Source: an optimization exercise on an open RTL-to-GDS flow (aim: a short achievable clock period and few clock cycles). Production flows keep margins and buffers that such runs may drop.
Only simulation tests tie the RTL to the original design; equivalence was not proved.

==> flow/design.v (excerpt) <==
module riscv_core (
    input logic clk,
    input logic rst,
    output logic [31:0] inst_addr,
    input logic [31:0] inst_data,
    output logic [31:0] mem_addr,
    output logic [31:0] wdata,
    output logic read_en,
    output logic write_en,
    input logic [31:0] rdata,
    input logic mem_ready
);
Size: about 14000 cells after synthesis, roughly 130000 um^2 of cells after synthesis.
clock: 10.0 ns
lec_check: 0
cap_margin: 20
core_margin: 2
core_utilization: 40
slew_margin: 20
synth_hierarchical: 1
synth_minimum_keep_size: 0
standard.sh (not shown) runs the stock make flow with config.mk's settings and CLKGATE_MAP_FILE= SYNTH_SCRIPT=/design/flow/synth_recipe.tcl, a recipe that flattens the netlist after the stock synthesis.
==> flow/flow/run.sh <==
#!/bin/bash
set -euo pipefail
bash standard.sh SETUP_SLACK_MARGIN=6.5 finish > orfs_make.log 2>&1
The baseline finished with timing, DRC and antenna clean.
Testbench counts at the start, summed over its fixed seeds: cycles 60,874.
==> next run, changes <==
--- a/flow/design.v
+++ b/flow/design.v
@@ -301,63 +301,37 @@
             2'b01: begin sum = sum_nm; diff = diff_nm; eq = eq_nm; lt = lt_nm; end
             default: begin sum = {m_res[30:0], 1'b0}; diff = 32'd0; eq = 1'b1; lt = 1'b0; end
         endcase
     end
     logic [31:0] shl, shr;
     shift_m u_shift (.a(ea), .n(eb[4:0]), .shl(shl), .shr(shr));
     assign plain_add = !(e_sub || e_sll || e_slt || e_xor || e_srl || e_or || e_and);
-    logic v_nn, v_mn, v_nm, v_mm;
-    logic [12:0] rsel;
-    assign v_nn = !e_a_m && !e_b_m;
-    assign v_mn = e_a_m && !e_b_m;
-    assign v_nm = !e_a_m && e_b_m;
-    assign v_mm = e_a_m && e_b_m;
-    assign rsel = {e_slt, e_and, e_or, e_xor, e_srl, e_sll,
-                   e_sub && v_nm, e_sub && v_mn, e_sub && v_nn,
-                   plain_add && v_mm, plain_add && v_nm, plain_add && v_mn, plain_add && v_nn};
-    res_mux_m u_res (
-        .s_nn(sum_nn), .s_mn(sum_mn), .s_nm(sum_nm), .s_mm({m_res[30:0], 1'b0}),
-        .d_nn(diff_nn), .d_mn(diff_mn), .d_nm(diff_nm), .shl(shl), .shr(shr),
-        .lx(ea ^ eb), .lo(ea | eb), .la(ea & eb), .lt(lt), .sel(rsel), .res(res)
-    );
+    always_comb begin
+        res = 32'd0;
+        if (plain_add) res = res | sum;
+        if (e_sub) res = res | diff;
+        if (e_sll) res = res | shl;
+        if (e_slt) res = res | {31'd0, lt};
+        if (e_xor) res = res | (ea ^ eb);
+        if (e_srl) res = res | shr;
+        if (e_or) res = res | (ea | eb);
+        if (e_and) res = res | (ea & eb);
+    end
     logic pt, mp_t, mp_n;
     logic [31:0] pc_t, pc_n;
     assign pt = e_pt;
     assign cond = e_bne ? !eq : (e_blt ? lt : eq);
     assign taken = e_isjal || (e_isbr && cond);
     assign mp_t = e_valid && !pt;
     assign mp_n = e_valid && !e_pn;
     assign ex_mp = taken ? mp_t : mp_n;
     assign pc_t = mp_t ? e_tgt : pc_norm;
     assign pc_n = mp_n ? e_pc4 : pc_norm;
     assign pc_next = taken ? pc_t : pc_n;
 endmodule
-module res_mux_m (
-    input logic [31:0] s_nn,
-    input logic [31:0] s_mn,
-    input logic [31:0] s_nm,
-    input logic [31:0] s_mm,
-    input logic [31:0] d_nn,
-    input logic [31:0] d_mn,
-    input logic [31:0] d_nm,
-    input logic [31:0] shl,
-    input logic [31:0] shr,
-    input logic [31:0] lx,
-    input logic [31:0] lo,
-    input logic [31:0] la,
-    input logic lt,
-    input logic [12:0] sel,
-    output logic [31:0] res
-);
-    assign res = ({32{sel[0]}} & s_nn) | ({32{sel[1]}} & s_mn) | ({32{sel[2]}} & s_nm) |
-                 ({32{sel[3]}} & s_mm) | ({32{sel[4]}} & d_nn) | ({32{sel[5]}} & d_mn) |
-                 ({32{sel[6]}} & d_nm) | ({32{sel[7]}} & shl) | ({32{sel[8]}} & shr) |
-                 ({32{sel[9]}} & lx) | ({32{sel[10]}} & lo) | ({32{sel[11]}} & la) |
-                 {31'd0, sel[12] & lt};
-endmodule
 `timescale 1ns/1ps
 module riscv_core (
     input logic clk,
     input logic rst,
     output logic [31:0] inst_addr,
     input logic [31:0] inst_data,
     output logic [31:0] mem_addr,
@@ -421,15 +395,15 @@
     logic        lw_we;
     logic [4:0]  lw_rd;
     logic [31:0] lw_val;
     logic        w_we;
     logic [4:0]  w_rd;
     logic [31:0] w_val;
     logic [31:0] rf [1:31];
-    logic [15:0] bht;
+    logic [1:0]  bht [0:15];
     assign inst_addr = pc_f;
     assign mem_addr = p_addr;
     assign wdata = p_data;
     assign read_en = p_rd;
     assign write_en = p_wr;
     logic port_stall;
     logic hold;
@@ -446,15 +420,15 @@
     assign port_stall = e_isld ? (!pfree || sb_valid) : (e_isst && sb_valid && !pfree);
     assign hold = port_stall;
     logic [31:0] pc_f4;
     logic        f_pt;
     logic [31:0] f_pnpc;
     inc4_m u_pc4 (.a(pc_f), .y(pc_f4));
     logic [11:0] f_t12;
-    if_pred_m u_if_pred (.pc(pc_f[11:0]), .inst(inst_data), .bht_t(bht[pc_f[5:2]]),
+    if_pred_m u_if_pred (.pc(pc_f[11:0]), .inst(inst_data), .bht_t(bht[pc_f[5:2]][1]),
                          .pt(f_pt), .tgt(f_t12));
     assign f_pnpc = f_pt ? {pc_f[31:12], f_t12} : pc_f4;
     always_ff @(posedge clk or negedge rst) begin
         if (!rst) begin
             pc_f <= 32'd0;
         end else if (!hold) begin
             pc_f <= pc_next;
@@ -623,17 +597,18 @@
         .e_bne(e_bne), .e_blt(e_blt), .e_isjal(e_isjal), .e_isbr(e_isbr),
         .e_valid(e_valid), .e_pn(e_pn), .pc_norm(pc_norm),
         .ea(ea), .eb(eb), .res(res), .sum(sum), .esd(esd), .cond(cond), .taken(taken), .ex_mp(ex_mp),
         .pc_next(pc_next)
     );
     always_ff @(posedge clk or negedge rst) begin
         if (!rst) begin
-            bht <= 16'd0;
+            for (int i = 0; i < 16; i++) bht[i] <= 2'b01;
         end else if (!hold && e_isbr && e_fwd) begin
-            bht[e_idx] <= cond;
+            if (cond) bht[e_idx] <= (bht[e_idx] == 2'b11) ? 2'b11 : bht[e_idx] + 2'b01;
+            else bht[e_idx] <= (bht[e_idx] == 2'b00) ? 2'b00 : bht[e_idx] - 2'b01;
         end
     end
     always_ff @(posedge clk or negedge rst) begin
         if (!rst) begin
             m_we <= 1'b0;
             m_ld <= 1'b0;
         end else if (port_stall) begin
Outcome: The changed run completed without violations; sequential share of layout area came out lower by 0.44 points; die area climbs by 0.67%; register-to-register slack hardly moves; synthesized area rose by 0.67%; core utilization rises by 0.87 points.
Testbench counts after the change, summed over its fixed seeds: cycles 61,092.

static timing again, ports no longer ideal:
Ports are ideal in the flow. The routed layouts listed here were re-timed in OpenROAD. Step 1 sets driving cells, clkbuf_16 on the clock port and buf_2 on the other inputs (assumed; they add their load-dependent delay and slew). Step 2 moves the port delays by t, midway between the first and last clock arrival at a register: inputs arrive t later, outputs are due t later. That takes back most of the time a late clock gives input paths. Slacks: ideal ports / drivers / drivers and shift; pairs: ideal ports / drivers.
run | shift t [ns] | slack for setup (ns) | worst register clock-pin slew, ns | worst slew at a driven data input, ns | pins driven straight from the clock port
the first run | 1.002 | 6.298 / 6.298 / 5.456 | 0.07 / 0.07 | 0.20 | 1
the second run | 1.026 | 6.288 / 6.236 / 5.337 | 0.07 / 0.07 | 0.27 | 1
After both steps every run listed still meets setup and hold. The setup slack of the second run, which loses most, moves by -0.052 ns with the drivers and by -0.951 ns with both steps.
